This is an optimization exercise on Yosys and OpenROAD, whose aim is small area, not a production implementation. Where RTL was checked, it was by simulation tests only, not by an equivalence proof against the original. No functional check of the RTL was part of runs 4 and 5. Power figures rest on the tool's default switching activity, not on a simulated workload.

==> flow/design.v <==
`default_nettype none
module rob_top (
  input  wire                    clk,
  input  wire                    rst,
  input  wire                    dispatch_valid,
  input  wire                    dispatch_reg_write_en,
  input  wire [5-1:0]  dispatch_reg_write_addr,
  input  wire [31:0]             dispatch_pc,
  input  wire [4-1:0]       dispatch_exc,
  output logic                   rob_full,
  output logic [3-1:0]  dispatch_tag,
  input  wire                    wb_valid,
  input  wire [3-1:0]   wb_tag,
  input  wire [32-1:0]      wb_data,
  input  wire [4-1:0]       wb_exc,
  output logic                   commit_valid,
  output logic [3-1:0]  commit_tag,
  output logic                   commit_reg_write_en,
  output logic [5-1:0] commit_reg_write_addr,
  output logic [32-1:0]     commit_data,
  output logic [31:0]            commit_pc,
  output logic [4-1:0]      commit_exc,
  output logic                   flush
);
  localparam int N  = 8;
  localparam int TW = 3;
  localparam int EW = (1 + 5 + 32);
  localparam int DW = 32;
  logic [TW-1:0]   cptr;      
  logic [TW-1:0]   tail;      
  logic            full;
  logic [N-1:0]    done;
  logic [N*EW-1:0] ent_q;
  logic [N*DW-1:0] data_q;
  logic [4-1:0] rcode;
  logic [TW-1:0]     rtag;
  logic              rdec;
  logic [TW-1:0] head;
  logic          empty;
  logic          retire;
  logic          alloc;
  logic          rv;
  assign head   = cptr + 1'b1;
  assign empty  = (head == tail) && !full;
  assign retire = !empty && done[head] && !flush;
  assign alloc  = dispatch_valid && !full && !flush;
  assign rv     = |rcode;
  logic [TW-1:0] wb_age;
  logic [TW-1:0] r_age;
  logic          wb_take;
  logic          al_take;
  assign wb_age  = wb_tag - head;
  assign r_age   = rtag - head;
  assign wb_take = wb_valid && (|wb_exc) && (!rv || wb_age < r_age);
  assign al_take = alloc && (|dispatch_exc) && !rv;
  always_ff @(posedge clk) begin
    if (!rst || flush) begin
      rcode <= '0;
    end else if (wb_take) begin
      rcode <= wb_exc;
    end else if (al_take) begin
      rcode <= dispatch_exc;
    end
  end
  always_ff @(posedge clk) begin
    if (wb_take) begin
      rtag <= wb_tag;
      rdec <= 1'b0;
    end else if (al_take) begin
      rtag <= tail;
      rdec <= 1'b1;
    end
  end
  always_ff @(posedge clk) begin
    if (!rst || flush) begin
      cptr <= TW'(N - 1);
      tail <= '0;
      full <= 1'b0;
    end else begin
      if (retire) cptr <= head;
      if (alloc)  tail <= tail + 1'b1;
      full <= !retire && (full || (alloc && tail == cptr));
    end
  end
  always_ff @(posedge clk) begin
    if (!rst) begin
      commit_valid <= 1'b0;
      flush        <= 1'b0;
    end else begin
      commit_valid <= retire;
      flush        <= retire && rv && (rtag == head);
    end
  end
  for (genvar i = 0; i < N; i++) begin : g_line
    logic tsel;
    logic wsel;
    assign tsel = (tail == TW'(i)) && !full;
    assign wsel = wb_valid && (wb_tag == TW'(i));
    always_ff @(posedge clk) begin
      if (tsel) ent_q[i*EW +: EW] <= {dispatch_reg_write_en, dispatch_reg_write_addr, dispatch_pc};
      if (wsel) data_q[i*DW +: DW] <= wb_data;
      if (tsel || wsel) done[i] <= wsel || (|dispatch_exc);
    end
  end
  logic [EW-1:0] c_ent;
  logic [DW-1:0] c_data;
  logic          dzero;
  assign dzero = flush && rdec;
  always_comb begin
    c_ent  = '0;
    c_data = '0;
    for (int i = 0; i < N; i++) begin
      if (cptr == TW'(i)) begin
        c_ent = c_ent | ent_q[i*EW +: EW];
        if (!dzero) c_data = c_data | data_q[i*DW +: DW];
      end
    end
  end
  assign rob_full     = full;
  assign dispatch_tag = tail;
  assign commit_tag   = cptr;
  assign {commit_reg_write_en, commit_reg_write_addr, commit_pc} = c_ent;
  assign commit_data  = c_data;
  assign commit_exc   = flush ? rcode : '0;
endmodule
`default_nettype wire
==> flow/run.sh <==
#!/bin/bash
# synth_recipe.tcl (not shown) runs the flow's synth.tcl, then flattens the netlist and writes it again
# the make line also repeats each setting of config.mk as NAME=value (left out here)
make -C /OpenROAD-flow-scripts/flow DESIGN_CONFIG=/design/flow/config.mk WORK_HOME=/design/flow/orfs CLKGATE_MAP_FILE= SYNTH_SCRIPT=/design/flow/synth_recipe.tcl finish
==> flow/config.mk <==
export PLATFORM = sky130hd
export DESIGN_NAME = rob_top
export DESIGN_NICKNAME = rob_top
export VERILOG_FILES = /design/flow/design.v
export SDC_FILE = /design/flow/constraint.sdc
export NUM_CORES = 4
export LEC_CHECK = 0
export CAP_MARGIN = 20
export CORE_MARGIN = 2
export CORE_UTILIZATION = 40
export SLEW_MARGIN = 20
==> flow/constraint.sdc <==
create_clock -name core_clock -period 4.0 [get_ports {clk}]
set_input_delay 0.8000 -clock core_clock [delete_from_list [all_inputs] [get_ports {clk}]]
set_output_delay 0.8000 -clock core_clock [all_outputs]
set_load 0.01 [all_outputs]
==> flow_summary.toml, run 1 <==
[run_status]
status = "finished clean"

[clock_tree]
cts_tree = "done"
h-tree-depth = 2
clock_latency_ns = 0.62
ctsRootBufferMaster = "clkbuf_16"
clockBufferDepth = 3
clkTransAtPathRegs_ns = 0.07
cts_buffers = 58
cts_sinks = 585

[floorplan]
core_um2 = 53810
initial_core_util = 0.4039
die_h_um = 237.1
num_rows = 85
die_width_um = 237.1
dieArea_um2 = 56220
ioPinCount = 168

[min_path]
hp-class = "flop to flop"

[place]
pre_cts_ws_ns = 0.3134
hpwl_um = 28050
gp_congestion = 0.7821
portBuffers = 167

[synth]
ys_types = 47
yosysMostFrequentCell = "edfxtp_1"
yosysTopAreaCellShare = 0.7888
avgSynthCellArea_um2 = 18.97
ys_async_sr_fraction = 0
yosysSeqAreaShare = 0.8017
synth-edff-count = 571
ys_seq_elements = 585
synth_common_cells = "edfxtp_1, a222oi_1, clkbuf_1"
synthFlopType = "edfxtp_1"
synthTopCellsByArea = "edfxtp_1, a222oi_1, mux2i_1, a221o_1, dfxtp_1"
syn_nets = 1250
syn-cell-area_um2 = 21740
yosys_warnings = 1
synth_largest_area_cell = "edfxtp_1"
netlist_instances = 1146

[worst_setup_path]
cp.arrival_ns = 3.04
cp_slowest_cell = "clkdlybuf4s50_1"
end_kind = "output port"
critPathMaxStageDelay_ns = 0.60
crit_chain = "inv_1 > ha_4 > buf_12 > a222oi_1 > or2_2 > a31oi_2 > clkdlybuf4s50_1"
worstPathMaxFanout = 36
cp.required_ns = 3.20
crit_type = "flop to output port"
startpoint_type = "flop"

[final_layout]
area_growth_pct = 21.19
drive_gt1_frac = 0.1255
num-fill-cells = 4407
final_core_util = 0.4895
final_nets = 1445
register_area_um2 = 17430
multi_input_area_um2 = 3984

[sta]
rsz0062_at_grt = "yes"
fin_ws_ns = 0.1604
hold_slack_ns = 0.4896
drv_slew = 0
setup_violations = 0
min_period_ns = 3.840
finalHoldViolCount = 0
setup-tns-final_ns = 0
clock_skew_ns = 0.01399
worst_pin_slew_ns = 0.8159
fmax_ghz = 0.2604
relSlewSlack = 0.4561
post-route-period-util = 0.9599

[routing]
num_vias = 11994
viasPerCell = 5.753
antenna_left = 0
drt-initial-drc-count = 1275
drtPass1Iterations = 6
wire_per_inst_um = 24.64
drc = 0
routed_wl_um = 51370

[global_routing]
grt_usage = 0.1811
grt_pass1_wl_um = 76820
antenna_found_initial = 7
grt_pass1_vias = 12227
grt_max_degree = 69
grt_overflow = 0

[power_and_ir_drop]
p_clk_frac = 0.287
powerDensity_nw_per_um2 = 691.6
power.net_switching_w = 0.005361
combPwrFrac = 0.306
seqPwrFrac = 0.407
p_total_w = 0.01822
ir_drop_v = 0.0004288
p_int_w = 0.01286
switching_share = 0.2942
power_leakage_nw = 8.506

[flow_run]
cap_viol_max_count = 0
-- worst max-delay path: cells and delay by family (launching register included) --
family / cells / cell delay [ns]
buf+inv: 3 / 1.01
compound gates: 2 / 0.39
flops: 1 / 0.38
fa+ha+maj: 1 / 0.33
simple gates: 1 / 0.30
-- metrics by stage --
step	cells	instance area, um^2
finish	2085	26340
global route	2083	26340
CTS	2081	26320
detailed placement	1974	24460
global placement	1974	24460
floorplan	1146	21740
-- state kept, by name, summed over array words and instances, names as in the netlist --
| signal | flops |
|---|---|
| tail | 3 |
| rcode | 4 |
| ent_q | 304 |
| done | 8 |
| full | 1 |
| flush | 1 |
| commit_valid | 1 |
| rtag | 3 |
| cptr | 3 |
| rdec | 1 |
| data_q | 256 |
-- layout by cell type (no fill, tap or decap), types with 18 or more instances in the layout --
cell type and instances:
nor2_1 20, a221o_1 38, inv_1 18, a222oi_1 141
clkdlybuf4s50_1 166, clkbuf_16 61, mux2i_1 41, edfxtp_1 571
buf_4 40, a31oi_1 20
-- routing by layer --
metal,vias to the layer above,track usage,wire length (um)
li1,5343,-,-
met1,6139,0.2376,21350
met2,424,0.3071,25500
met3,80,0.03661,3486
met4,8,0.05089,981
met5,-,0,54
-- area by class of cell --
class,instances,area share
multi-input cells,459,0.1512
inverters,20,0.002850
diodes,3,0.0002850
flip-flops and latches,585,0.6617
repair buffers,217,0.08155
well taps,696,0.03306
clock inverters,29,0.009214
clock buffers,76,0.06008
-- final timing paths --
| check | from | to | slack (ns) | depth (start not counted) |
|---|---|---|---|---|
| max | cptr[1] | commit_data[0] | 0.16 | 7 |
| min | rdec | rdec | 0.49 | 1 |
| min reg2reg | rdec | rdec | 0.49 | 1 |
| max reg2reg | cptr[1] | rtag[2] | 1.18 | 9 |
-- timing repair --
action,CTS,global route
resized for setup,2,5
buffers inserted,2,1
pin swaps,1,3
hold endpoints to repair,0,0
setup endpoints to repair,51,37
hold buffers,0,0
-- power groups by stage --
stage,clock [W],combinational [W],sequential [W]
detailed placement,0,0.00559,0.00754
finish,0.00523,0.00558,0.00741
global route,0.00559,0.00602,0.00745
CTS,0.00536,0.00566,0.00741
global placement,0,0.00558,0.00752
floorplan,0,0.00300,0.00750
-- cell families (layout without fill, tap and decap cells) --
family	after synthesis	after routing	synth area share
AOI/OAI and AO/OA	281	281	0.1162
buffers and inverters	102	342	0.01842
DFF	585	585	0.8017
other	0	3	0
adders and majority gates	19	19	0.01163
xor gates and xnor gates	10	10	0.004030
muxes	45	45	0.02147
and+or+nand+nor	104	104	0.02659
==> inputs of run 2 (changes only) <==
--- a/flow/config.mk
+++ b/flow/config.mk
@@ -8,4 +8,5 @@
 export CAP_MARGIN = 20
 export CORE_MARGIN = 2
 export CORE_UTILIZATION = 40
+export CTS_BUF_LIST = sky130_fd_sc_hd__clkbuf_4
 export SLEW_MARGIN = 20
==> flow_summary.toml, run 2 <==
[run_status]
status = "finished clean"

[sta]
hold_slack_ns = 0.4860
drv_slew = 0
setup_violations = 0
fin_ws_ns = 0.1401
post-route-period-util = 0.9650
fmax_ghz = 0.2591
min_period_ns = 3.860
clock_skew_ns = 0.03601
relSlewSlack = 0.4365
worst_pin_slew_ns = 0.8453
finalHoldViolCount = 0

[routing]
num_vias = 12638
antenna_left = 0
viasPerCell = 5.617
wire_per_inst_um = 23.98
drt-initial-drc-count = 1300
routed_wl_um = 53950
drc = 0
drtPass1Iterations = 6

[final_layout]
num-fill-cells = 4519
top_register = "ent_q"
final_core_util = 0.4941
area_growth_pct = 22.32
reg.largest.list = "ent_q: 304 flops, data_q: 256 flops, done: 8 flops"
final_common_cell = "edfxtp_1"
drive_gt1_frac = 0.2306
final_nets = 1554
register_area_um2 = 17440
multi_input_area_um2 = 4033
largest_reg_flops = 304
final_cell_mix = "edfxtp_1, clkbuf_4, a222oi_1"
final_area_um2 = 26590

[synth]
synth_common_cells = "edfxtp_1, a222oi_1, clkbuf_1"
ys_seq_elements = 585
synth-edff-count = 571
synthFlopType = "edfxtp_1"
syn-cell-area_um2 = 21740
syn_nets = 1250
synthTopCellsByArea = "edfxtp_1, a222oi_1, mux2i_1, a221o_1, dfxtp_1"
ys_async_sr_fraction = 0
synth_largest_area_cell = "edfxtp_1"
yosys_warnings = 1
yosysTopAreaCellShare = 0.7888
yosysMostFrequentCell = "edfxtp_1"
yosysSeqAreaShare = 0.8017
ys_types = 47
avgSynthCellArea_um2 = 18.97
netlist_instances = 1146

[clock_tree]
cts_buffers = 152
cts_tree = "done"
clock_latency_ns = 0.99
clockBufferDepth = 3
ctsRootBufferMaster = "clkbuf_4"
h-tree-depth = 4
hold_buffers = 0
clkTransAtPathRegs_ns = 0.07
cts_sinks = 585

[floorplan]
die_width_um = 237.1
dieArea_um2 = 56220
ioPinCount = 168
core_um2 = 53810
die_h_um = 237.1
initial_core_util = 0.4039
num_rows = 85

[place]
hpwl_um = 28050
dpl-instance-area_um2 = 24460
portBuffers = 167
pre_cts_ws_ns = 0.3134
gp_congestion = 0.7821

[global_routing]
grt_overflow = 0
grt_usage = 0.1898
grt_max_degree = 69
antenna_found_initial = 9
grt_pass1_vias = 13067
grt_pass1_wl_um = 78940

[worst_setup_path]
cp.required_ns = 3.20
end_kind = "output port"
worstPathMaxFanout = 16
cp.arrival_ns = 3.06
crit_type = "flop to output port"
startpoint_type = "flop"

[flow_run]
cap_viol_max_count = 0

[power_and_ir_drop]
powerDensity_nw_per_um2 = 671.0
ir_drop_v = 0.0003129
power_leakage_nw = 8.998
p_total_w = 0.01784

[min_path]
hp-class = "flop to flop"
## run 2: cell counts after synthesis
No cell type changed its count.
## run 2: final timing paths
path	startpoint	endpoint	slack [ns]	cells past startpoint
setup / recovery	cptr[0]	commit_data[0]	0.14	7
hold / removal	rdec	rdec	0.49	1
setup reg to reg	cptr[0]	rtag[2]	1.27	9
hold reg to reg	rdec	rdec	0.49	1
## run 2: final cells by class
class                      instances  share of cell area
inverter                          20            0.002918
clock inverter                    25            0.005647
tap                              696             0.03275
sequential                       585              0.6557
multi-input combinational        459              0.1517
timing repair buffer             232             0.08738
antenna                           10           0.0009411
clock buffer                     223             0.06296
## run 2: cells by family after synthesis
group           share of synthesized area
compound gates                     0.1162
xor+xnor                         0.004030
buf+inv                           0.01842
mux                               0.02147
fa+ha+maj                         0.01163
simple gates                      0.02659
flops                              0.8017
## run 2: metal layers
| layer | up-vias | part of all wire | GRT usage |
|---|---|---|---|
| met3 | 78 | 0.085 | 0.05829 |
| met5 | - | 0.0010 | 0 |
| li1 | 5671 | - | - |
| met4 | 8 | 0.017 | 0.07376 |
| met2 | 538 | 0.50 | 0.3142 |
| met1 | 6343 | 0.40 | 0.2340 |
## run 2: what timing repair did
action                     in CTS  in global routing
gates resized for setup        91                 20
setup endpoints to repair      70                 34
cloned                          1                  4
pin swaps                      23                 13
setup buffers                  13                  0
## run 2: worst max-delay path, cell delays in order (launching register included)
cell and delay [ns]:
dfxtp_4 0.37, buf_4 0.18, ha_2 0.23, ha_4 0.21
buf_12 0.17, a222oi_1 0.40, a31oi_2 0.19, dlygate4sd2_1 0.33
## run 2: stage by stage
stage                     setup TNS, ns  instances
after CTS                        -1.587       2236
after global routing           -0.02365       2244
after detailed placement              0       1974
final                                 0       2250
after floorplan                       0       1146
after global placement                0       1974
## run 2: power breakdown
part	internal [W]	total (W)	switching (W)	leakage, nW
logic	0.00241	0.00550	0.00309	2.56
registers	0.00725	0.00741	0.000157	5.33
clock network	0.00265	0.00493	0.00229	1.12
total	0.0123	0.0178	0.00554	9.00
==> inputs of run 3 (changes only) <==
==> flow/flow/run.sh (new file) <==
#!/bin/bash
# Standard layout, with smaller port buffers and a clock tree without dummy loads.
set -euo pipefail
export BUFFER_PORTS_ARGS="-buffer_cell sky130_fd_sc_hd__buf_1"
export CTS_ARGS="-sink_clustering_enable -repair_clock_nets -dont_use_dummy_load -buf_list sky130_fd_sc_hd__clkbuf_4"
bash standard.sh > standard_flow.log 2>&1
==> flow/standard.sh (new file) <==
#!/bin/bash
# synth_recipe.tcl (not shown) runs the flow's synth.tcl, then flattens the netlist and writes it again
# the make line also repeats each setting of config.mk as NAME=value (left out here)
make -C /OpenROAD-flow-scripts/flow DESIGN_CONFIG=/design/flow/config.mk WORK_HOME=/design/flow/orfs CLKGATE_MAP_FILE= SYNTH_SCRIPT=/design/flow/synth_recipe.tcl "${@:-finish}"
--- a/flow/config.mk
+++ b/flow/config.mk
@@ -8,5 +8,4 @@
 export CAP_MARGIN = 20
 export CORE_MARGIN = 2
 export CORE_UTILIZATION = 40
-export CTS_BUF_LIST = sky130_fd_sc_hd__clkbuf_4
 export SLEW_MARGIN = 20
removed: flow/run.sh
==> flow_summary.toml, run 3 <==
[final_layout]
final_common_cell = "edfxtp_1"
final_core_util = 0.4581
register_area_um2 = 17430
final_cell_mix = "edfxtp_1, buf_1, clkbuf_4"
top_register = "ent_q"
reg.largest.list = "ent_q: 304 flops, data_q: 256 flops, done: 8 flops"
drive_gt1_frac = 0.1682
multi_input_area_um2 = 3985
largest_reg_flops = 304
fin_cells = 2134
area_growth_pct = 13.41
final_nets = 1539
num-fill-cells = 4673

[floorplan]
die_width_um = 237.1
initial_core_util = 0.4039
die_h_um = 237.1
dieArea_um2 = 56220
ioPinCount = 168
core_um2 = 53810
num_rows = 85

[flow_run]
cap_viol_max_count = 0

[global_routing]
use_met1 = 0.2254
grt_pass1_wl_um = 76980
grt_usage = 0.1847
antenna_found_initial = 9
grtUsageMet2 = 0.3055
gr-max-usage-layer = "met2"
grt_max_degree = 71
grt_overflow = 0
grt_pass1_vias = 13048
grtUsageMet3 = 0.05526

[synth]
synth_largest_area_cell = "edfxtp_1"
syn-cell-area_um2 = 21740
syn_nets = 1250
yosys_warnings = 1
yosysSeqAreaShare = 0.8017
ys_async_sr_fraction = 0
netlist_instances = 1146
ys_seq_elements = 585
avgSynthCellArea_um2 = 18.97
synth_common_cells = "edfxtp_1, a222oi_1, clkbuf_1"
synth-edff-count = 571
ys_types = 47
synthTopCellsByArea = "edfxtp_1, a222oi_1, mux2i_1, a221o_1, dfxtp_1"
yosysTopAreaCellShare = 0.7888
yosysMostFrequentCell = "edfxtp_1"
synthFlopType = "edfxtp_1"

[sta]
finalHoldViolCount = 0
setup-tns-final_ns = 0
setup_violations = 0
min_period_ns = 3.786
drv_slew = 0
relSlewSlack = 0.3632
worst_pin_slew_ns = 0.9473
fmax_ghz = 0.2641
rsz0062_at_grt = "no"
fin_ws_ns = 0.2141
clock_skew_ns = 0.04863
post-route-period-util = 0.9465

[clock_tree]
clock_latency_ns = 0.93
cts_sinks = 585
cts_tree = "done"
ctsRootBufferMaster = "clkbuf_4"
clockBufferDepth = 3
clkTransAtPathRegs_ns = 0.06
cts_buffers = 151
h-tree-depth = 4

[run_status]
status = "finished clean"

[routing]
wire_per_inst_um = 23.89
num_vias = 12295
antenna_left = 0
viasPerCell = 5.761
drt-initial-drc-count = 1165
drc = 0
routed_wl_um = 50990
drtPass1Iterations = 6

[power_and_ir_drop]
powerDensity_nw_per_um2 = 647.4
power_leakage_nw = 7.867
ir_drop_v = 0.0003357

[worst_setup_path]
cp.arrival_ns = 2.99
crit_type = "flop to output port"
worstRegToRegCells = 9
worstPathMaxFanout = 41
cp.required_ns = 3.20
end_kind = "output port"
startpoint_type = "flop"

[min_path]
hp-class = "input port to flop"
hold_depth = 1

[place]
hpwl_um = 27640
portBuffers = 167
place_inst = 1967
gp_congestion = 0.7731
pre_cts_ws_ns = 0.4658
## run 3: cell count changes in the layout (fill, tap and decap cells not counted), sizes merged
cell / change
dlygate4sd2: -57
bufinv: -2
buf: +156
clkbuf: -79
clkdlybuf4s50: -98
inv: -8
clkinv: -15
diode: -5
dlymetal6s2s: -5
clkdlybuf4s15: -3
## run 3: per-layer routing
metal	vias up	share of wire
li1	5540	-
met1	6170	0.40
met2	504	0.49
met3	71	0.083
met4	10	0.018
met5	-	0.0012
## run 3: worst paths after layout
check / start / end / slack, ns
setup / recovery: cptr[0] / commit_data[23] / 0.21
hold / removal: dispatch_pc[23] / ent_q[175] / 0.20
setup reg to reg: cptr[0] / rtag[2] / 0.94
hold reg to reg: rdec / rdec / 0.47
## run 3: power breakdown
part | switching [W] | internal, W | leakage [nW]
sequential | 0.000156 | 0.00725 | 5.33
combinational | 0.00299 | 0.00184 | 1.85
clock | 0.00202 | 0.00171 | 0.695
total | 0.00516 | 0.0108 | 7.87
## run 3: what timing repair did
| action | in CTS | in global routing |
|---|---|---|
| resized for setup | 1 | 3 |
| endpoints found under the setup margin | 66 | 12 |
| cloned | 0 | 0 |
| hold endpoints to repair | 0 | 0 |
| buffers inserted | 5 | 6 |
| hold buffers | 0 | 0 |
| pin swaps | 2 | 4 |
## run 3: area by class of cell
class | instances | area share
Antenna cell | 5 | 0.0005076
Tap cell | 696 | 0.03533
Clock buffer | 151 | 0.04599
Timing Repair Buffer | 218 | 0.04644
Multi-Input combinational cell | 459 | 0.1617
Inverter | 20 | 0.003096
Sequential cell | 585 | 0.7070
## run 3: kinds of logic (layout without fill, tap and decap cells)
kind of cell | after synthesis | count (layout) | synth area share
compound gates | 281 | 281 | 0.1162
xor+xnor | 10 | 10 | 0.004030
fa+ha+maj | 19 | 19 | 0.01163
buf+inv | 102 | 389 | 0.01842
flops | 585 | 585 | 0.8017
mux | 45 | 45 | 0.02147
other cells | 0 | 5 | 0
simple gates | 104 | 104 | 0.02659
## run 3: worst max-delay path, stage by stage (launching register included)
cell and delay (ns):
dfxtp_1 0.35, buf_4 0.19, ha_1 0.24, ha_2 0.23
buf_12 0.24, a222oi_1 0.15, a21oi_1 0.39, buf_1 0.20
## run 3: metrics by stage
| stage | area (um^2) | total power (W) | hold WS [ns] |
|---|---|---|---|
| finish | 24650 | 0.01596 | 0.1954 |
| global route | 24650 | 0.01690 | 0.1512 |
| CTS | 24560 | 0.01616 | 0.07599 |
| detailed placement | 23350 | 0.01228 | 0.4507 |
| global placement | 23350 | 0.01222 | 0.4637 |
| floorplan | 21740 | 0.01050 | 0.4322 |
==> inputs of run 4 (changes only) <==
--- a/flow/design.v
+++ b/flow/design.v
@@ -30,6 +30,7 @@
   logic [TW-1:0]   tail;      
   logic            full;
   logic [N-1:0]    done;
+  logic [N-1:0]    csel;      
   logic [N*EW-1:0] ent_q;
   logic [N*DW-1:0] data_q;
   logic [4-1:0] rcode;
@@ -74,10 +75,12 @@
   always_ff @(posedge clk) begin
     if (!rst || flush) begin
       cptr <= TW'(N - 1);
+      csel <= N'(1) << (N - 1);
       tail <= '0;
       full <= 1'b0;
     end else begin
       if (retire) cptr <= head;
+      if (retire) csel <= {csel[N-2:0], csel[N-1]};
       if (alloc)  tail <= tail + 1'b1;
       full <= !retire && (full || (alloc && tail == cptr));
     end
@@ -110,7 +113,7 @@
     c_ent  = '0;
     c_data = '0;
     for (int i = 0; i < N; i++) begin
-      if (cptr == TW'(i)) begin
+      if (csel[i]) begin
         c_ent = c_ent | ent_q[i*EW +: EW];
         if (!dzero) c_data = c_data | data_q[i*DW +: DW];
       end
==> flow/flow/run.sh (replaced) <==
#!/bin/bash
# Standard layout, with the smallest buffer on every port and a clock tree of
# small buffers clustered by count, without dummy loads.
set -euo pipefail
# denser core: shorter wires
export BUFFER_PORTS_ARGS="-buffer_cell sky130_fd_sc_hd__buf_1"
export CTS_ARGS="-sink_clustering_enable -repair_clock_nets -dont_use_dummy_load -buf_list sky130_fd_sc_hd__clkbuf_4 -sink_clustering_size 10 -sink_clustering_max_diameter 50"
bash standard.sh > standard_flow.log 2>&1
--- a/flow/config.mk
+++ b/flow/config.mk
@@ -7,5 +7,5 @@
 export LEC_CHECK = 0
 export CAP_MARGIN = 20
 export CORE_MARGIN = 2
-export CORE_UTILIZATION = 40
+export CORE_UTILIZATION = 65
 export SLEW_MARGIN = 20
==> flow_summary.toml, run 4 <==
[worst_setup_path]
startpoint_type = "flop"
cp.required_ns = 3.20
end_kind = "output port"
cp-startpoint = "csel[3]"
cp.arrival_ns = 2.64
crit_type = "flop to output port"
reg2reg_from = "cptr[0]"
worstPathMaxFanout = 65

[min_path]
min-delay-start = "wb_exc[0]"
hp-class = "input port to flop"

[routing]
drc = 0
num_vias = 11973
drt-initial-drc-count = 1248
antenna_left = 0
drtPass1Iterations = 5
wire_per_inst_um = 26.13
routed_wl_um = 47690
viasPerCell = 6.561

[final_layout]
final_area_um2 = 23390
top_register = "ent_q"
final_cell_mix = "edfxtp_1, a22oi_1, buf_1"
area_growth_pct = 8.109
final_nets = 1481
drive_gt1_frac = 0.09420
reg.largest.list = "ent_q: 304 flops, data_q: 256 flops"
largest_reg_flops = 304
final_common_cell = "edfxtp_1"
final_core_util = 0.7170

[global_routing]
grt_max_degree = 66
grt_usage = 0.2763
grt_pass1_wl_um = 71530
use_met1 = 0.3687
grtUsageMet3 = 0.05623
grt_overflow = 0
grt_pass1_vias = 12120
gr-max-usage-layer = "met2"
antenna_found_initial = 4
grtUsageMet2 = 0.4615

[synth]
yosys_warnings = 1
avgSynthCellArea_um2 = 18.24
synthTopCellsByArea = "edfxtp_1, a22oi_1, dfxtp_1, a41oi_1, clkbuf_1"
yosysSeqAreaShare = 0.8130
netlist_instances = 1186
synthFlopType = "edfxtp_1"
synth_largest_area_cell = "edfxtp_1"
ys_seq_elements = 593
syn_nets = 1285
syn-cell-area_um2 = 21630
yosysTopAreaCellShare = 0.7926
ys_async_sr_fraction = 0
yosysMostFrequentCell = "edfxtp_1"
ys_types = 42
synth_common_cells = "edfxtp_1, a22oi_1, clkbuf_1"
synth-edff-count = 571

[floorplan]
dieArea_um2 = 34760
die_h_um = 186.4
die_width_um = 186.4
num_rows = 66
core_um2 = 32620
ioPinCount = 168
initial_core_util = 0.6632

[clock_tree]
clock_latency_ns = 0.75
ctsRootBufferMaster = "clkbuf_4"
clkTransAtPathRegs_ns = 0.11
clockBufferDepth = 3
h-tree-depth = 3
cts_sinks = 593
post_cts_buffers = 0
cts_tree = "done"
cts_buffers = 69
hold_buffers = 0
cts_resized = 0

[place]
gp_congestion = 0.8812
portBuffers = 167
hpwl_um = 24710
dpl-instance-area_um2 = 22860

[run_status]
status = "finished clean"

[power_and_ir_drop]
ir_drop_v = 0.0003423
power_leakage_nw = 7.155
powerDensity_nw_per_um2 = 567.8
p_total_w = 0.01328

[sta]
clock_skew_ns = 0.06628
drv_slew = 0
hold_slack_ns = 0.3440
relSlewSlack = 0.2978
setup_violations = 0
setup-tns-final_ns = 0
post-route-period-util = 0.8610
min_period_ns = 3.444
fmax_ghz = 0.2903
rsz0062_at_grt = "no"
worst_pin_slew_ns = 1.053
finalHoldViolCount = 0

[flow_run]
cap_viol_max_count = 0
-- run 4: worst max-delay path: stages (launching register included) --
cell,delay (ns)
dfxtp_4,1.06
a22oi_1,0.24
a41oi_1,0.38
buf_1,0.19
-- run 4: layer usage --
layer / wire length [um] / vias up
met5: 23 / -
met4: 1067 / 4
met3: 4207 / 77
met2: 23650 / 513
met1: 18730 / 6078
li1: - / 5301
-- run 4: cells by family (layout without fill, tap and decap cells) --
logic type | after synthesis | after routing | share of synthesized area
XOR/XNOR | 12 | 12 | 0.005553
multiplexers | 4 | 4 | 0.003123
flip-flops | 593 | 593 | 0.8130
buffers and inverters | 94 | 288 | 0.01741
adder cells (fa/ha/maj) | 14 | 14 | 0.008791
AO/OA/AOI/OAI | 343 | 343 | 0.1193
AND/OR/NAND/NOR | 126 | 126 | 0.03285
other | 0 | 3 | 0
-- run 4: stage by stage --
stage / setup slack [ns] / cells
floorplan: 0.8140 / 1186
global placement: 0.7841 / 1753
detailed placement: 0.6846 / 1753
CTS: 0.5392 / 1822
global route: 0.4459 / 1824
finish: 0.5559 / 1825
-- run 4: area by class of cell --
cell class,count,area [um^2]
diodes,3,7.507
clock buffers,69,518.0
fillers,2105,9231
inverters,18,67.56
multi-input cells,499,3692
flip-flops and latches,593,17620
well taps,442,553.0
repair buffers,201,932.1
-- run 4: worst paths after layout --
path	depth (start not counted)	slack, ns	endpoint
worst min-delay path	3	0.34	rcode[0]
worst max-delay path	3	0.56	commit_data[22]
worst min register to register	1	0.49	rdec
worst max register to register	10	0.95	rtag[1]
-- run 4: report_power, final --
group | switching [W] | internal [W] | total, W | leakage, nW
registers | 0.000498 | 0.00735 | 0.00785 | 5.40
clock network | 0.00173 | 0.000799 | 0.00253 | 0.317
logic | 0.00182 | 0.00108 | 0.00290 | 1.44
==> inputs of run 5 (changes only) <==
==> flow/flow/run.sh (replaced) <==
#!/bin/bash
# Standard layout, with the smallest buffer on every port and a clock tree of
# small buffers clustered by count, without dummy loads.
set -euo pipefail
export BUFFER_PORTS_ARGS="-buffer_cell sky130_fd_sc_hd__buf_1"
export CTS_ARGS="-sink_clustering_enable -repair_clock_nets -dont_use_dummy_load -buf_list sky130_fd_sc_hd__clkbuf_4 -sink_clustering_size 10 -sink_clustering_max_diameter 50"
bash standard.sh > standard_flow.log 2>&1
--- a/flow/config.mk
+++ b/flow/config.mk
@@ -7,5 +7,5 @@
 export LEC_CHECK = 0
 export CAP_MARGIN = 20
 export CORE_MARGIN = 2
-export CORE_UTILIZATION = 65
+export CORE_UTILIZATION = 40
 export SLEW_MARGIN = 20
==> flow_summary.toml, run 5 <==
[run_status]
status = "finished clean"

[floorplan]
die_width_um = 236.6
ioPinCount = 168
dieArea_um2 = 55960
die_h_um = 236.6
num_rows = 85
initial_core_util = 0.4036
core_um2 = 53600

[power_and_ir_drop]
powerDensity_nw_per_um2 = 569.8
power_leakage_nw = 7.194
ir_drop_v = 0.0003179

[worst_setup_path]
crit_chain = "buf_4 > a22oi_1 > nand4_1 > buf_1"
cp_slowest_cell = "dfxtp_4"
critPathMaxStageDelay_ns = 0.90
timing.rr.end = "rtag[0]"
crit_type = "flop to output port"
cp.arrival_ns = 2.61
worstRegToRegCells = 10
rrSetupSlack_ns = 1.05
reg2reg_from = "cptr[0]"
worstPathMaxFanout = 49
end_kind = "output port"
cp.required_ns = 3.20
startpoint_type = "flop"

[clock_tree]
cts_sinks = 593
cts_buffers = 74
h-tree-depth = 3
clock_latency_ns = 0.83
clockBufferDepth = 3
ctsRootBufferMaster = "clkbuf_4"
cts_tree = "done"
clkTransAtPathRegs_ns = 0.12
hold_buffers = 0
post_cts_buffers = 0
cts_resized = 0

[sta]
fmax_ghz = 0.2929
finalHoldViolCount = 0
clock_skew_ns = 0.08394
setup-tns-final_ns = 0
post-route-period-util = 0.8537
worst_pin_slew_ns = 1.040
drv_slew = 0
min_period_ns = 3.415
relSlewSlack = 0.3064
rsz0062_at_grt = "no"
setup_violations = 0

[synth]
yosysSeqAreaShare = 0.8130
ys_types = 42
synthFlopType = "edfxtp_1"
netlist_instances = 1186
synthTopCellsByArea = "edfxtp_1, a22oi_1, dfxtp_1, a41oi_1, clkbuf_1"
syn-cell-area_um2 = 21630
synth-edff-count = 571
synth_common_cells = "edfxtp_1, a22oi_1, clkbuf_1"
avgSynthCellArea_um2 = 18.24
ys_async_sr_fraction = 0
ys_seq_elements = 593
yosys_warnings = 1
yosysMostFrequentCell = "edfxtp_1"
syn_nets = 1285
yosysTopAreaCellShare = 0.7926
synth_largest_area_cell = "edfxtp_1"

[final_layout]
largest_reg_flops = 304
num-fill-cells = 4766
final_area_um2 = 23780
reg.largest.list = "ent_q: 304 flops, data_q: 256 flops"
final_core_util = 0.4436
drive_gt1_frac = 0.09942
final_cell_mix = "edfxtp_1, a22oi_1, buf_1"
top_register = "ent_q"
final_common_cell = "edfxtp_1"
fin_cells = 2086
final_nets = 1489
area_growth_pct = 9.902

[flow_run]
cap_viol_max_count = 0

[routing]
viasPerCell = 5.778
wire_per_inst_um = 25.29
drtPass1Iterations = 5
num_vias = 12052
drc = 0
routed_wl_um = 52750
antenna_left = 0
drt-initial-drc-count = 794

[min_path]
hp-class = "input port to flop"
whs_endpoint = "rcode[3]"
hold_depth = 3
min-delay-start = "wb_exc[3]"

[global_routing]
grt_usage = 0.1880
grt_max_degree = 50
grt_pass1_vias = 12238
grt_overflow = 0
antenna_found_initial = 7
grt_pass1_wl_um = 78000

[place]
portBuffers = 167
place_inst = 2010
gp_congestion = 0.7971
hpwl_um = 27880
dpl-instance-area_um2 = 23210
[run 5: changes by cell type in the layout (fill, tap and decap cells not counted)]
cell      previous run  this run
buf_12               4         5
buf_4               30        32
clkbuf_4            69        74
diode_2              3         2
[run 5: routing by layer]
metal  routed length, um  GRT usage  vias to the layer above
li1                    -          -                     5318
met2               25280     0.3052                      438
met3                4068    0.04815                      100
met5                  60          0                        -
met4                1354    0.06233                       10
met1               21990     0.2478                     6186
[run 5: cells by family (layout without fill, tap and decap cells)]
| kind of cell | count (synthesis) | after routing | synth area share |
|---|---|---|---|
| buf+inv | 94 | 296 | 0.01741 |
| flops | 593 | 593 | 0.8130 |
| xor+xnor | 12 | 12 | 0.005553 |
| fa+ha+maj | 14 | 14 | 0.008791 |
| other cells | 0 | 2 | 0 |
| mux | 4 | 4 | 0.003123 |
| compound gates | 343 | 343 | 0.1193 |
| simple gates | 126 | 126 | 0.03285 |
[run 5: worst max path at each step]
stage	slack, ns	end	startpoint
3_3_place_gp	0.79	rtag[0]	wb_tag[0]
4_1_cts	0.49	commit_data[5]	csel[2]
6_report	0.59	commit_pc[21]	csel[2]
3_5_place_dp	0.71	rtag[0]	wb_tag[0]
5_1_grt	0.43	commit_data[5]	csel[2]
2_1_floorplan	0.81	done[3]	tail[1]
[run 5: final cells by class]
type | count | area [um^2] | area share
Antenna cell | 2 | 5.005 | 0.0002105
Clock buffer | 74 | 555.5 | 0.02337
Inverter | 18 | 67.56 | 0.002842
Multi-Input combinational cell | 499 | 3692 | 0.1553
Sequential cell | 593 | 17620 | 0.7410
Tap cell | 696 | 870.8 | 0.03663
Timing Repair Buffer | 204 | 967.2 | 0.04068
[run 5: report_power, final]
group          switching, W  internal, W  total, W
clock network       0.00183     0.000852   0.00268
registers          0.000474      0.00735   0.00782
logic               0.00195      0.00109   0.00304
total               0.00426      0.00929    0.0135
[run 5: worst max-delay path: cells and delay by family, from the launching register on]
family	cells	cell delay, ns
flip-flops	1	0.90
buffers and inverters	2	0.65
AO/OA/AOI/OAI	1	0.13
AND/OR/NAND/NOR	1	0.10
[run 5: metrics by stage]
step / setup slack (ns) / hold WS (ns) / total power [W]
5_1_grt: 0.4319 / 0.1913 / 0.01424
3_3_place_gp: 0.7855 / 0.4716 / 0.01100
4_1_cts: 0.4898 / 0.1441 / 0.01370
2_1_floorplan: 0.8140 / 0.4323 / 0.009704
6_report: 0.5853 / 0.2357 / 0.01355
3_5_place_dp: 0.7065 / 0.4918 / 0.01105
==> inputs of run 6 (changes only) <==
--- a/flow/design.v
+++ b/flow/design.v
@@ -30,7 +30,6 @@
   logic [TW-1:0]   tail;      
   logic            full;
   logic [N-1:0]    done;
-  logic [N-1:0]    csel;      
   logic [N*EW-1:0] ent_q;
   logic [N*DW-1:0] data_q;
   logic [4-1:0] rcode;
@@ -75,12 +74,10 @@
   always_ff @(posedge clk) begin
     if (!rst || flush) begin
       cptr <= TW'(N - 1);
-      csel <= N'(1) << (N - 1);
       tail <= '0;
       full <= 1'b0;
     end else begin
       if (retire) cptr <= head;
-      if (retire) csel <= {csel[N-2:0], csel[N-1]};
       if (alloc)  tail <= tail + 1'b1;
       full <= !retire && (full || (alloc && tail == cptr));
     end
@@ -113,7 +110,7 @@
     c_ent  = '0;
     c_data = '0;
     for (int i = 0; i < N; i++) begin
-      if (csel[i]) begin
+      if (cptr == TW'(i)) begin
         c_ent = c_ent | ent_q[i*EW +: EW];
         if (!dzero) c_data = c_data | data_q[i*DW +: DW];
       end
==> flow/flow/run.sh (replaced) <==
#!/bin/bash
# Layout of the version: the standard flow (standard.sh) with
#  - synthesis mapped by an area-oriented ABC script (flow/my_synth.tcl),
#  - the smallest buffer (buf_1) on every input and output port,
#  - a clock tree of clkbuf_4 buffers, at most 8 sinks each, without dummy loads.
set -euo pipefail
work=$(pwd)
export FLOW_SYNTH_TCL="$work/synth_recipe.tcl"
sed "s#SYNTH_SCRIPT=[^ ]*#SYNTH_SCRIPT=$work/flow/my_synth.tcl#" standard.sh > my_standard.sh
grep -q "SYNTH_SCRIPT=$work/flow/my_synth.tcl" my_standard.sh
export BUFFER_PORTS_ARGS="-buffer_cell sky130_fd_sc_hd__buf_1"
export CTS_ARGS="-sink_clustering_enable -repair_clock_nets -dont_use_dummy_load -buf_list sky130_fd_sc_hd__clkbuf_4 -sink_clustering_size 8 -sink_clustering_max_diameter 40"
bash my_standard.sh > flow_make.log 2>&1
==> flow/flow/area.abc (new file) <==
strash
&get -n
&fraig -x
&put
scorr
dc2
dretime
strash
&get -n
&dch -f
&nf -R 1000
&put
==> flow/flow/my_synth.tcl (new file) <==
# The standard flow's synthesis (synth_recipe.tcl), with ABC mapping the logic with an
# area-oriented script (area.abc) instead of ORFS's speed script.
set ::area_abc_script [file normalize [file join [file dirname [info script]] area.abc]]
proc abc {args} {
  set i [lsearch -exact $args -script]
  if {$i >= 0} { lset args [expr {$i + 1}] $::area_abc_script }
  yosys abc {*}$args
}
source $::env(FLOW_SYNTH_TCL)
--- a/flow/config.mk
+++ b/flow/config.mk
@@ -7,5 +7,5 @@
 export LEC_CHECK = 0
 export CAP_MARGIN = 20
 export CORE_MARGIN = 2
-export CORE_UTILIZATION = 40
+export CORE_UTILIZATION = 65
 export SLEW_MARGIN = 20
==> flow_summary.toml, run 6 <==
[run_status]
status = "finished clean"

[sta]
drv_slew = 0
setup_violations = 0
min_period_ns = 3.798
fmax_ghz = 0.2633
hold_slack_ns = 0.3816
finalHoldViolCount = 0
clock_skew_ns = 0.05857
setup-tns-final_ns = 0
worst_pin_slew_ns = 1.023
post-route-period-util = 0.9495
rsz0062_at_grt = "no"
relSlewSlack = 0.3167

[flow_run]
cap_viol_max_count = 0

[worst_setup_path]
cp.required_ns = 3.20
startpoint_type = "flop"
crit_type = "flop to output port"
reg2reg_from = "cptr[1]"
cp_slowest_cell = "ha_4"
worstRegToRegCells = 12
critPathMaxStageDelay_ns = 0.65
rrSetupSlack_ns = 0.66
end_kind = "output port"
crit_chain = "buf_4 > ha_1 > ha_4 > buf_12 > a222oi_1 > a31oi_1 > buf_1"
worstPathMaxFanout = 43
timing.rr.end = "rcode[1]"
cp.arrival_ns = 3.00

[clock_tree]
h-tree-depth = 3
cts_tree = "done"
clockBufferDepth = 3
ctsRootBufferMaster = "clkbuf_4"
clock_latency_ns = 0.73
clkTransAtPathRegs_ns = 0.09
post_cts_buffers = 0
cts_buffers = 84
cts_sinks = 585

[power_and_ir_drop]
p_clk_frac = 0.189
powerDensity_nw_per_um2 = 624.7
ir_drop_v = 0.0005068
seqPwrFrac = 0.520
power_leakage_nw = 7.131
p_int_w = 0.009737
combPwrFrac = 0.291
switching_share = 0.3250
power.net_switching_w = 0.004687
p_total_w = 0.01442

[synth]
yosysTopAreaCellShare = 0.8254
synthTopCellsByArea = "edfxtp_1, a222oi_1, a22oi_1, dfxtp_1, ha_1"
ys_async_sr_fraction = 0
syn_nets = 1133
synth-edff-count = 571
synthFlopType = "edfxtp_1"
ys_seq_elements = 585
synth_common_cells = "edfxtp_1, a222oi_1, a22oi_1"
yosysMostFrequentCell = "edfxtp_1"
yosys_warnings = 1
netlist_instances = 1029
ys_types = 28
yosysSeqAreaShare = 0.8389
syn-cell-area_um2 = 20770
synth_largest_area_cell = "edfxtp_1"
avgSynthCellArea_um2 = 20.19

[floorplan]
initial_core_util = 0.6600
dieArea_um2 = 33400
core_um2 = 31470
ioPinCount = 168
num_rows = 65
die_h_um = 182.8
die_width_um = 182.8

[min_path]
hp-class = "input port to flop"
min-delay-start = "wb_data[22]"
whs_endpoint = "data_q[118]"
hold_depth = 1

[global_routing]
grt_usage = 0.2857
gr-max-usage-layer = "met2"
grtUsageMet3 = 0.05103
grt_overflow = 0
grt_pass1_vias = 11929
grtUsageMet2 = 0.4459
grt_pass1_wl_um = 70240
antenna_found_initial = 6
use_met1 = 0.4207
grt_max_degree = 71

[routing]
antenna_left = 0
drc = 0
drt-initial-drc-count = 1778
viasPerCell = 6.843
drtPass1Iterations = 6
routed_wl_um = 46910
num_vias = 11838
wire_per_inst_um = 27.11

[final_layout]
final_nets = 1427
top_register = "ent_q"
area_growth_pct = 11.15
final_common_cell = "edfxtp_1"
drive_gt1_frac = 0.1098
final_cell_mix = "edfxtp_1, buf_1, a222oi_1"
largest_reg_flops = 304
reg.largest.list = "ent_q: 304 flops, data_q: 256 flops, done: 8 flops"

[place]
portBuffers = 167
gp_congestion = 0.8120
hpwl_um = 24710
-- run 6: cell types whose count changed after synthesis, sizes merged, moves of 12 or more --
cell	previous run	this run
a21oi	4	16
a222oi	0	140
a22oi	282	71
a31oi	2	32
a41oi	32	1
clkbuf	71	0
clkinv	0	24
inv	18	0
nand3	11	42
nand4	39	1
-- run 6: cells by family after synthesis --
kind of cell    after synthesis  synth area share
mux                           2          0.002168
flops                       585            0.8389
compound gates              282            0.1129
xor+xnor                      8          0.003373
fa+ha+maj                    19           0.01217
simple gates                109           0.02614
buf+inv                      24          0.004337
-- run 6: metrics by stage --
step	cell area, um^2	util	setup slack [ns]	std cells
after floorplan	20780	-	0.04044	1029
after global placement	22400	0.7117	0.3760	1638
after detailed placement	22400	0.7117	0.2246	1638
after CTS	23030	0.7318	0.1410	1722
after global routing	23080	0.7332	0.04245	1725
final	23090	0.7336	0.2019	1730
-- run 6: layout make-up --
cell class	count	area (um^2)
Clock buffer	84	630.6
Fill cell	1992	8386
Sequential cell	585	17430
Antenna cell	7	17.52
Timing Repair Buffer	208	1030
Inverter	24	90.09
Multi-Input combinational cell	420	3390
Tap cell	402	503.0
-- run 6: what timing repair did --
item	in CTS	in global routing
resized for setup	1	0
endpoints found under the setup margin	3	0
hold buffers	0	0
-- run 6: worst max-delay path: cells and delay by family, from the launching register on --
family	cells	cell delay (ns)
buf+inv	3	0.73
fa+ha+maj	2	0.92
flops	1	0.34
compound gates	2	0.33
-- run 6: how the worst max path moves through the flow --
| stage | from | endpoint | slack, ns | cells after the start |
|---|---|---|---|---|
| 2_1_floorplan | cptr[0] | commit_data[31] | 0.04 | 5 |
| 3_3_place_gp | wb_tag[0] | rcode[1] | 0.38 | 13 |
| 3_5_place_dp | wb_tag[0] | rcode[1] | 0.22 | 13 |
| 4_1_cts | cptr[0] | commit_data[26] | 0.14 | 7 |
| 5_1_grt | cptr[1] | commit_data[26] | 0.04 | 6 |
| 6_report | cptr[0] | commit_data[26] | 0.20 | 7 |
-- run 6: power groups by stage --
stage | registers (W) | logic (W) | clock network [W]
3_5_place_dp | 0.00764 | 0.00419 | 0
6_report | 0.00750 | 0.00419 | 0.00273
4_1_cts | 0.00750 | 0.00420 | 0.00279
5_1_grt | 0.00755 | 0.00456 | 0.00302
3_3_place_gp | 0.00762 | 0.00415 | 0
2_1_floorplan | 0.00762 | 0.00240 | 0
-- run 6: per-layer routing --
layer,part of all wire,wire length (um),vias to the layer above
met5,0,0,-
met4,0.022,1022,0
met3,0.10,4889,89
met2,0.48,22280,663
met1,0.40,18710,5916
li1,-,-,5170
==> inputs of run 7 (changes only) <==
--- a/flow/config.mk
+++ b/flow/config.mk
@@ -5,7 +5,7 @@
 export SDC_FILE = /design/flow/constraint.sdc
 export NUM_CORES = 4
 export LEC_CHECK = 0
-export CAP_MARGIN = 20
+export CAP_MARGIN = 5
 export CORE_MARGIN = 2
 export CORE_UTILIZATION = 65
-export SLEW_MARGIN = 20
+export SLEW_MARGIN = 5
==> flow_summary.toml, run 7 <==
[run_status]
status = "finished clean"

[synth]
synthTopCellsByArea = "edfxtp_1, a222oi_1, a22oi_1, dfxtp_1, ha_1"
ys_seq_elements = 585
netlist_instances = 1029
synth_common_cells = "edfxtp_1, a222oi_1, a22oi_1"
yosys_warnings = 1
ys_async_sr_fraction = 0
synth_top_family_by_area = "compound AO/OA/AOI/OAI gates"
yosysMostFrequentCell = "edfxtp_1"
yosysTopAreaCellShare = 0.8254
synthFlopType = "edfxtp_1"
syn-cell-area_um2 = 20770
syn_nets = 1133
synthSimpleGateAreaFrac = 0.02614
synth-xor-area-share = 0.003373
avgSynthCellArea_um2 = 20.19
yosysSeqAreaShare = 0.8389
synth_compound_area_frac = 0.1129
synth_largest_area_cell = "edfxtp_1"
ys_types = 28
synth_mux_area_frac = 0.002168
synth-edff-count = 571
synth-adder-area-share = 0.01217

[worst_setup_path]
cp_slowest_cell = "ha_4"
critPathMaxStageDelay_ns = 0.64
startpoint_type = "flop"
rrSetupSlack_ns = 0.54
cp-endpoint = "commit_data[26]"
cp.required_ns = 3.20
cp-startpoint = "cptr[0]"
cp.arrival_ns = 2.98
worstPathMaxFanout = 43
crit_chain = "buf_4 > ha_1 > ha_4 > buf_12 > a222oi_1 > a31oi_1 > buf_1"
end_kind = "output port"
reg2reg_from = "cptr[1]"
timing.rr.end = "rcode[1]"
worstRegToRegCells = 12
crit_type = "flop to output port"

[sta]
relSlewSlack = 0.2312
finalHoldViolCount = 0
post-route-period-util = 0.9441
clock_skew_ns = 0.05131
worst_pin_slew_ns = 1.146
drv_slew = 0
rsz0062_at_grt = "no"
setup-tns-final_ns = 0
fmax_ghz = 0.2648
min_period_ns = 3.777
setup_violations = 0

[final_layout]
drive_gt1_frac = 0.1091
final_cell_mix = "edfxtp_1, buf_1, a222oi_1"
final_core_util = 0.7323
final_common_cell = "edfxtp_1"
num-fill-cells = 1997
largest_reg_flops = 304
top_register = "ent_q"
reg.largest.list = "ent_q: 304 flops, data_q: 256 flops, done: 8 flops"
final_nets = 1426
area_growth_pct = 10.95

[floorplan]
core_um2 = 31470
initial_core_util = 0.6600
dieArea_um2 = 33400
ioPinCount = 168
die_width_um = 182.8
num_rows = 65
die_h_um = 182.8

[clock_tree]
post_cts_buffers = 0
cts_resized = 1
hold_buffers = 0
h-tree-depth = 3
clock_latency_ns = 0.68
clkTransAtPathRegs_ns = 0.09
cts_sinks = 585
ctsRootBufferMaster = "clkbuf_4"
clockBufferDepth = 3
cts_tree = "done"
cts_buffers = 84

[place]
gp_congestion = 0.8120
hpwl_um = 24710
portBuffers = 167

[min_path]
hp-class = "input port to flop"

[power_and_ir_drop]
seqPwrFrac = 0.521
p_clk_frac = 0.189
powerDensity_nw_per_um2 = 624.2
power.net_switching_w = 0.004660
switching_share = 0.3239
power_leakage_nw = 7.115
p_int_w = 0.009726
ir_drop_v = 0.0005053
combPwrFrac = 0.289

[routing]
routed_wl_um = 46650
num_vias = 11809
drc = 0
antenna_left = 0
drt-initial-drc-count = 1709
drtPass1Iterations = 7
wire_per_inst_um = 26.99
viasPerCell = 6.834

[global_routing]
grt_pass1_vias = 11929
grt_max_degree = 71
grt_pass1_wl_um = 70240
antenna_found_initial = 6
grt_usage = 0.2857
grt_overflow = 0

[flow_run]
cap_viol_max_count = 0
==> run 7: how the worst min path moves through the flow <==
stage / from / end / depth (start not counted)
after CTS: wb_data[22] / data_q[118] / 1
after floorplan: rdec / rdec / 1
after global placement: rdec / rdec / 1
after global routing: wb_data[9] / data_q[73] / 1
after detailed placement: rdec / rdec / 1
final: wb_data[22] / data_q[118] / 1
==> run 7: cell type report <==
class,count,area (um^2),area share
diodes,6,15.01,0.0006515
repair buffers,207,1002,0.04349
inverters,24,90.09,0.003909
clock buffers,84,630.6,0.02736
well taps,402,503.0,0.02182
flip-flops and latches,585,17430,0.7562
multi-input cells,420,3378,0.1466
==> run 7: metrics by stage <==
stage	cell area (um^2)	worst slack, ns	power (W)	std cells	hold WS, ns
5_1_grt	23040	0.04245	0.01511	1724	0.3800
2_1_floorplan	20780	0.04044	0.01001	1029	0.4338
4_1_cts	23030	0.1410	0.01450	1722	0.3268
6_report	23050	0.2234	0.01439	1728	0.3955
3_5_place_dp	22400	0.2246	0.01183	1638	0.4567
3_3_place_gp	22400	0.3760	0.01176	1638	0.4525
==> run 7: routing by layer <==
metal	track usage	vias to the layer above	share of wire
li1	-	5163	-
met1	0.4207	5856	0.39
met2	0.4459	705	0.48
met3	0.05103	83	0.11
met4	0.09323	2	0.020
met5	0	-	0.00026
==> run 7: logic make-up (layout without fill, tap and decap cells) <==
| logic type | count (synthesis) | after routing |
|---|---|---|
| simple gates | 109 | 109 |
| mux | 2 | 2 |
| flops | 585 | 585 |
| compound gates | 282 | 282 |
| other cells | 0 | 6 |
| buf+inv | 24 | 315 |
| fa+ha+maj | 19 | 19 |
| xor+xnor | 8 | 8 |
==> run 7: critical path: cells and delay by family, from the launching register on <==
| family | cells | cell delay, ns |
|---|---|---|
| AOI/OAI and AO/OA | 2 | 0.33 |
| adders and majority gates | 2 | 0.91 |
| buffers and inverters | 3 | 0.72 |
| DFF | 1 | 0.34 |
==> run 7: power by group through the flow <==
stage | Clock, W | Sequential [W] | Combinational, W
2_1_floorplan | 0 | 0.00762 | 0.00240
5_1_grt | 0.00302 | 0.00755 | 0.00454
3_5_place_dp | 0 | 0.00764 | 0.00419
6_report | 0.00272 | 0.00750 | 0.00416
4_1_cts | 0.00279 | 0.00750 | 0.00420
3_3_place_gp | 0 | 0.00762 | 0.00415
==> inputs of run 8 (changes only) <==
--- a/flow/flow/run.sh
+++ b/flow/flow/run.sh
@@ -1,11 +1,13 @@
 #!/bin/bash
 # Layout of the version: the standard flow (standard.sh) with
-#  - synthesis mapped by an area-oriented ABC script (flow/my_synth.tcl),
+#  - synthesis mapped by an area-oriented ABC script (flow/my_synth.tcl,
+#    flow/area.abc) and without Yosys's adder extraction, so ABC maps all logic,
 #  - the smallest buffer (buf_1) on every input and output port,
 #  - a clock tree of clkbuf_4 buffers, at most 8 sinks each, without dummy loads.
 set -euo pipefail
 work=$(pwd)
 export FLOW_SYNTH_TCL="$work/synth_recipe.tcl"
+export ADDER_MAP_FILE=
 sed "s#SYNTH_SCRIPT=[^ ]*#SYNTH_SCRIPT=$work/flow/my_synth.tcl#" standard.sh > my_standard.sh
 grep -q "SYNTH_SCRIPT=$work/flow/my_synth.tcl" my_standard.sh
 export BUFFER_PORTS_ARGS="-buffer_cell sky130_fd_sc_hd__buf_1"
==> flow/flow/area.abc (replaced) <==
strash
&get -n
&fraig -x
&put
scorr
dc2
dretime
strash
&get -n
&dch -f
&nf -R 1000
&put
strash
&get -n
&dch -f
&nf -R 1000
&put
==> flow/config.mk (replaced) <==
export PLATFORM = sky130hd
export DESIGN_NAME = rob_top
export DESIGN_NICKNAME = rob_top
export VERILOG_FILES = /design/flow/design.v
export SDC_FILE = /design/flow/constraint.sdc
export NUM_CORES = 4
export LEC_CHECK = 0
export CAP_MARGIN = 20
export CORE_MARGIN = 2
export CORE_UTILIZATION = 75
export SLEW_MARGIN = 20
==> flow_summary.toml, run 8 <==
[routing]
routed_wl_um = 47130
drt-initial-drc-count = 1951
wire_per_inst_um = 27.63
drc = 0
viasPerCell = 7.225
antenna_left = 0
num_vias = 12325
drtPass1Iterations = 9

[power_and_ir_drop]
powerDensity_nw_per_um2 = 592.7
power_leakage_nw = 7.151
ir_drop_v = 0.0004447
p_total_w = 0.01368

[worst_setup_path]
cp.required_ns = 3.20
reg2reg_from = "cptr[0]"
end_kind = "output port"
worstPathMaxFanout = 37
startpoint_type = "flop"
cp-startpoint = "cptr[0]"
cp.arrival_ns = 3.00
worstRegToRegCells = 12
rrSetupSlack_ns = 0.55
crit_type = "flop to output port"
cp-endpoint = "commit_data[16]"
timing.rr.end = "rcode[1]"

[global_routing]
grt_usage = 0.3324
grtUsageMet3 = 0.08651
grt_overflow = 0
grt_pass1_vias = 12530
grt_pass1_wl_um = 70290
grt_max_degree = 71
gr-max-usage-layer = "met2"
use_met1 = 0.4758
antenna_found_initial = 6
grtUsageMet2 = 0.5095

[min_path]
min-delay-start = "wb_data[19]"
hp-class = "input port to flop"

[floorplan]
num_rows = 60
die_h_um = 170.0
core_um2 = 27030
initial_core_util = 0.7650
die_width_um = 170.0
dieArea_um2 = 28910
ioPinCount = 168

[clock_tree]
clockBufferDepth = 3
clock_latency_ns = 0.70
clkTransAtPathRegs_ns = 0.09
cts_tree = "done"
cts_buffers = 83
h-tree-depth = 3
hold_buffers = 0
cts_sinks = 585
ctsRootBufferMaster = "clkbuf_4"

[synth]
avgSynthCellArea_um2 = 19.77
yosysSeqAreaShare = 0.8428
netlist_instances = 1046
ys_types = 35
yosysMostFrequentCell = "edfxtp_1"
synth-edff-count = 571
yosys_warnings = 1
synth_common_cells = "edfxtp_1, a222oi_1, a22oi_1"
synthFlopType = "edfxtp_1"
syn-cell-area_um2 = 20680
ys_async_sr_fraction = 0
syn_nets = 1131
yosysTopAreaCellShare = 0.8293
synth_largest_area_cell = "edfxtp_1"
synthTopCellsByArea = "edfxtp_1, a222oi_1, a22oi_1, dfxtp_1, a31oi_1"
ys_seq_elements = 585

[flow_run]
cap_viol_max_count = 0

[sta]
worst_pin_slew_ns = 1.072
clock_skew_ns = 0.06746
rsz0062_at_grt = "no"
fmax_ghz = 0.2629
setup_violations = 0
finalHoldViolCount = 0
drv_slew = 0
hold_slack_ns = 0.4100
min_period_ns = 3.803
relSlewSlack = 0.2775
post-route-period-util = 0.9509
setup-tns-final_ns = 0

[final_layout]
final_nets = 1447
fin_cells = 1706
final_core_util = 0.8541
reg.largest.list = "ent_q: 304 flops, data_q: 256 flops, done: 8 flops"
final_cell_mix = "edfxtp_1, buf_1, a222oi_1"
largest_reg_flops = 304
final_common_cell = "edfxtp_1"
drive_gt1_frac = 0.1235
num-fill-cells = 1249
area_growth_pct = 11.64
top_register = "ent_q"

[place]
portBuffers = 167
place_inst = 1605
gp_congestion = 0.8493
hpwl_um = 26300

[run_status]
status = "finished clean"
## run 8: cell types whose count changed after synthesis, sizes merged, moves of 12 or more
cell / previous run / this run
ha: 17 / 0
clkinv: 24 / 10
nor2: 14 / 29
nand4: 1 / 14
a22o: 0 / 12
a222oi: 140 / 117
nand2: 20 / 44
nand3: 42 / 28
## run 8: kinds of logic after synthesis
logic type                 share of synthesized area
and+or+nand+nor                              0.03443
adders and majority gates                  0.0009683
DFF                                           0.8428
AOI/OAI and AO/OA                             0.1132
buffers and inverters                       0.001816
xor gates and xnor gates                    0.005083
muxes                                       0.001634
## run 8: metal layers
metal,share of wire,vias to the layer above
met5,0.00064,-
met4,0.022,4
met3,0.13,95
met2,0.49,966
met1,0.36,6004
li1,-,5256
## run 8: power by group
| group | internal [W] | switching [W] | leakage (nW) |
|---|---|---|---|
| Sequential | 0.00716 | 0.000180 | 5.32 |
| Clock | 0.000955 | 0.00175 | 0.382 |
| Combinational | 0.00126 | 0.00238 | 1.45 |
## run 8: how the worst min path moves through the flow
stage | to | slack, ns | depth (start not counted)
finish | data_q[179] | 0.41 | 1
CTS | data_q[214] | 0.36 | 1
global placement | rdec | 0.45 | 1
floorplan | rdec | 0.43 | 1
global route | ent_q[24] | 0.36 | 1
detailed placement | rdec | 0.45 | 1
## run 8: final cells by class
cell class | instances | area (um^2) | share of cell area
Sequential cell | 585 | 17430 | 0.7551
Antenna cell | 5 | 12.51 | 0.0005420
Timing Repair Buffer | 231 | 1207 | 0.05231
Inverter | 10 | 41.29 | 0.001789
Tap cell | 341 | 426.7 | 0.01848
Clock buffer | 83 | 623.1 | 0.02699
Multi-Input combinational cell | 451 | 3342 | 0.1448
## run 8: through the flow
stage,area (um^2),worst slack (ns)
global placement,22310,0.5960
CTS,23060,0.03420
finish,23080,0.1966
floorplan,20710,0.03915
global route,23080,0.02782
detailed placement,22310,0.4085
## run 8: timing repair
action,CTS,global route
gates resized for setup,1,3
buffers inserted,13,0
setup endpoints to repair,53,17
pin swaps,4,0
## run 8: critical path: stages, from the launching register on
cell      delay (ns)
dfxtp_2         0.53
nand2_1         0.33
nor2_4          0.18
buf_4           0.47
a222oi_1        0.20
a31oi_1         0.34
buf_1           0.24
==> inputs of run 9 (changes only) <==
--- a/flow/config.mk
+++ b/flow/config.mk
@@ -7,5 +7,6 @@
 export LEC_CHECK = 0
 export CAP_MARGIN = 20
 export CORE_MARGIN = 2
-export CORE_UTILIZATION = 75
+export CORE_UTILIZATION = 65
+export GPL_TIMING_DRIVEN = 0
 export SLEW_MARGIN = 20
==> flow_summary.toml, run 9 <==
[worst_setup_path]
end_kind = "output port"
startpoint_type = "flop"
cp.arrival_ns = 3.05
worstPathMaxFanout = 12
crit_type = "flop to output port"
cp.required_ns = 3.20

[floorplan]
ioPinCount = 168
die_h_um = 182.4
die_width_um = 182.4
dieArea_um2 = 33250
core_um2 = 31470
num_rows = 65
initial_core_util = 0.6569

[place]
pre_cts_ws_ns = 0.3496
dpl-instance-area_um2 = 23130
hpwl_um = 28530
gp_congestion = 0.8077
portBuffers = 167

[synth]
yosysTopAreaCellShare = 0.8293
syn-cell-area_um2 = 20680
yosysMostFrequentCell = "edfxtp_1"
synth-edff-count = 571
avgSynthCellArea_um2 = 19.77
synthFlopType = "edfxtp_1"
ys_types = 35
netlist_instances = 1046
synth_common_cells = "edfxtp_1, a222oi_1, a22oi_1"
syn_nets = 1131
ys_seq_elements = 585
yosys_warnings = 1
synth_largest_area_cell = "edfxtp_1"
ys_async_sr_fraction = 0
synthTopCellsByArea = "edfxtp_1, a222oi_1, a22oi_1, dfxtp_1, a31oi_1"
yosysSeqAreaShare = 0.8428

[sta]
relSlewSlack = 0.4437
fmax_ghz = 0.2600
worst_pin_slew_ns = 0.8325
min_period_ns = 3.846
rsz0062_at_grt = "no"
clock_skew_ns = 0.07699
drv_slew = 0
fin_ws_ns = 0.1541
hold_slack_ns = 0.4138
setup_violations = 0
finalHoldViolCount = 0
post-route-period-util = 0.9615

[routing]
viasPerCell = 6.791
num_vias = 12014
wire_per_inst_um = 26.43
routed_wl_um = 46760
drtPass1Iterations = 6
drt-initial-drc-count = 1710
drc = 0
antenna_left = 0

[final_layout]
largest_reg_flops = 304
area_growth_pct = 15.15
final_cell_mix = "edfxtp_1, buf_1, a222oi_1"
final_nets = 1449
drive_gt1_frac = 0.1329
final_area_um2 = 23810
final_core_util = 0.7564
top_register = "ent_q"
reg.largest.list = "ent_q: 304 flops, data_q: 256 flops, done: 8 flops"
final_common_cell = "edfxtp_1"

[power_and_ir_drop]
power_leakage_nw = 7.376
ir_drop_v = 0.0003808
powerDensity_nw_per_um2 = 583.9
p_total_w = 0.01390

[clock_tree]
hold_buffers = 0
ctsRootBufferMaster = "clkbuf_4"
clkTransAtPathRegs_ns = 0.09
clock_latency_ns = 0.73
h-tree-depth = 3
clockBufferDepth = 3
cts_buffers = 83
cts_sinks = 585
cts_tree = "done"

[global_routing]
grt_usage = 0.2856
grt_pass1_wl_um = 70340
grt_pass1_vias = 11884
grt_overflow = 0
antenna_found_initial = 4
grt_max_degree = 33

[flow_run]
cap_viol_max_count = 0

[min_path]
hp-class = "input port to flop"

[run_status]
status = "finished clean"
run 9: stage by stage:
| stage | instances | setup TNS, ns |
|---|---|---|
| after CTS | 1760 | 0 |
| after global placement | 1615 | -491.91 |
| final | 1769 | 0 |
| after detailed placement | 1677 | 0 |
| after global routing | 1766 | 0 |
| after floorplan | 1046 | 0 |
run 9: worst max-delay path, stage by stage (launching register included):
cell and delay [ns]:
dfxtp_2 0.56, clkinv_2 0.26, nor3_4 0.27, buf_8 0.18, buf_8 0.17, buf_8 0.16
buf_6 0.18, a222oi_1 0.10, nand2_1 0.08, a221oi_1 0.05, nor2_1 0.18, buf_1 0.18
run 9: layout make-up:
cell class,instances,area [um^2]
Sequential cell,585,17430
Timing Repair Buffer,233,1836
Multi-Input combinational cell,451,3352
Antenna cell,5,12.51
Clock buffer,83,623.1
Fill cell,1856,7666
Inverter,10,48.80
Tap cell,402,503.0
run 9: power by group:
part / internal [W] / leakage [nW] / switching (W) / total, W
sequential: 0.00716 / 5.32 / 0.000171 / 0.00733
combinational: 0.00147 / 1.67 / 0.00239 / 0.00387
clock: 0.000956 / 0.382 / 0.00175 / 0.00271
run 9: worst paths after layout:
kind	startpoint	end	slack, ns	cells past startpoint
hold reg to reg	rdec	rdec	0.47	1
setup / recovery	cptr[2]	commit_data[4]	0.15	11
setup reg to reg	cptr[1]	rcode[1]	0.61	13
hold / removal	dispatch_pc[30]	ent_q[106]	0.41	1
run 9: logic make-up (layout without fill, tap and decap cells):
kind of cell | Yosys count | count (layout) | synth area share
AOI/OAI and AO/OA | 285 | 285 | 0.1132
buffers and inverters | 10 | 326 | 0.001816
DFF | 585 | 585 | 0.8428
muxes | 3 | 3 | 0.001634
adders and majority gates | 2 | 2 | 0.0009683
other | 0 | 5 | 0
xor gates and xnor gates | 12 | 12 | 0.005083
and+or+nand+nor | 149 | 149 | 0.03443
run 9: repair_timing:
item | CTS | global route
cloned | 0 | 0
resized for setup | 5 | 1
setup endpoints to repair | 57 | 2
pin swaps | 0 | 2
buffers inserted | 0 | 4
run 9: metal layers:
metal,up-vias,track usage,routed length [um]
met1,5978,0.4245,18660
met2,707,0.4432,22170
met5,-,0,13
li1,5265,-,-
met4,2,0.07677,689
met3,62,0.05907,5227

[afterwards: timing with drivers on the ports]
The results above use ideal ports. As a check the final layouts listed here were re-extracted and re-timed, cells and wires unchanged.
Step 1, drivers: a clkbuf_16 drives clk and a buf_2 each remaining input, both assumed.
Step 2 adds t to the input delays and takes it off the output delays; t is the mean of the earliest and latest rising clock arrival at the registers after step 1. Input paths then give back, and output paths get back, about the clock's delay inside the block.
a / b / c = ideal / step 1 / step 2; a / b = the first two.
run	t, ns	setup WS [ns]	hold WS [ns]	cell pins on the clock port's net
run 1	0.659	0.160 / 0.108 / 0.275	0.490 / 0.490 / 0.490	1
run 2	1.018	0.140 / 0.090 / 0.285	0.486 / 0.486 / 0.486	1
run 3	0.962	0.214 / 0.162 / 0.462	0.195 / 0.183 / 0.474	1
run 4	0.775	0.556 / 0.502 / 0.630	0.344 / 0.313 / 0.488	1
run 5	0.837	0.585 / 0.533 / 0.748	0.236 / 0.204 / 0.510	1
run 6	0.736	0.202 / 0.154 / 0.254	0.382 / 0.364 / 0.486	1
run 7	0.730	0.223 / 0.177 / 0.142	0.396 / 0.374 / 0.472	1
run 8	0.733	0.197 / 0.150 / 0.493	0.410 / 0.388 / 0.472	1
run 9	0.737	0.154 / 0.104 / 0.577	0.414 / 0.383 / 0.468	1
After both steps every run listed still meets setup and hold. The setup slack of run 7, which loses most, moves by -0.046 ns with the drivers and by -0.081 ns with both steps.
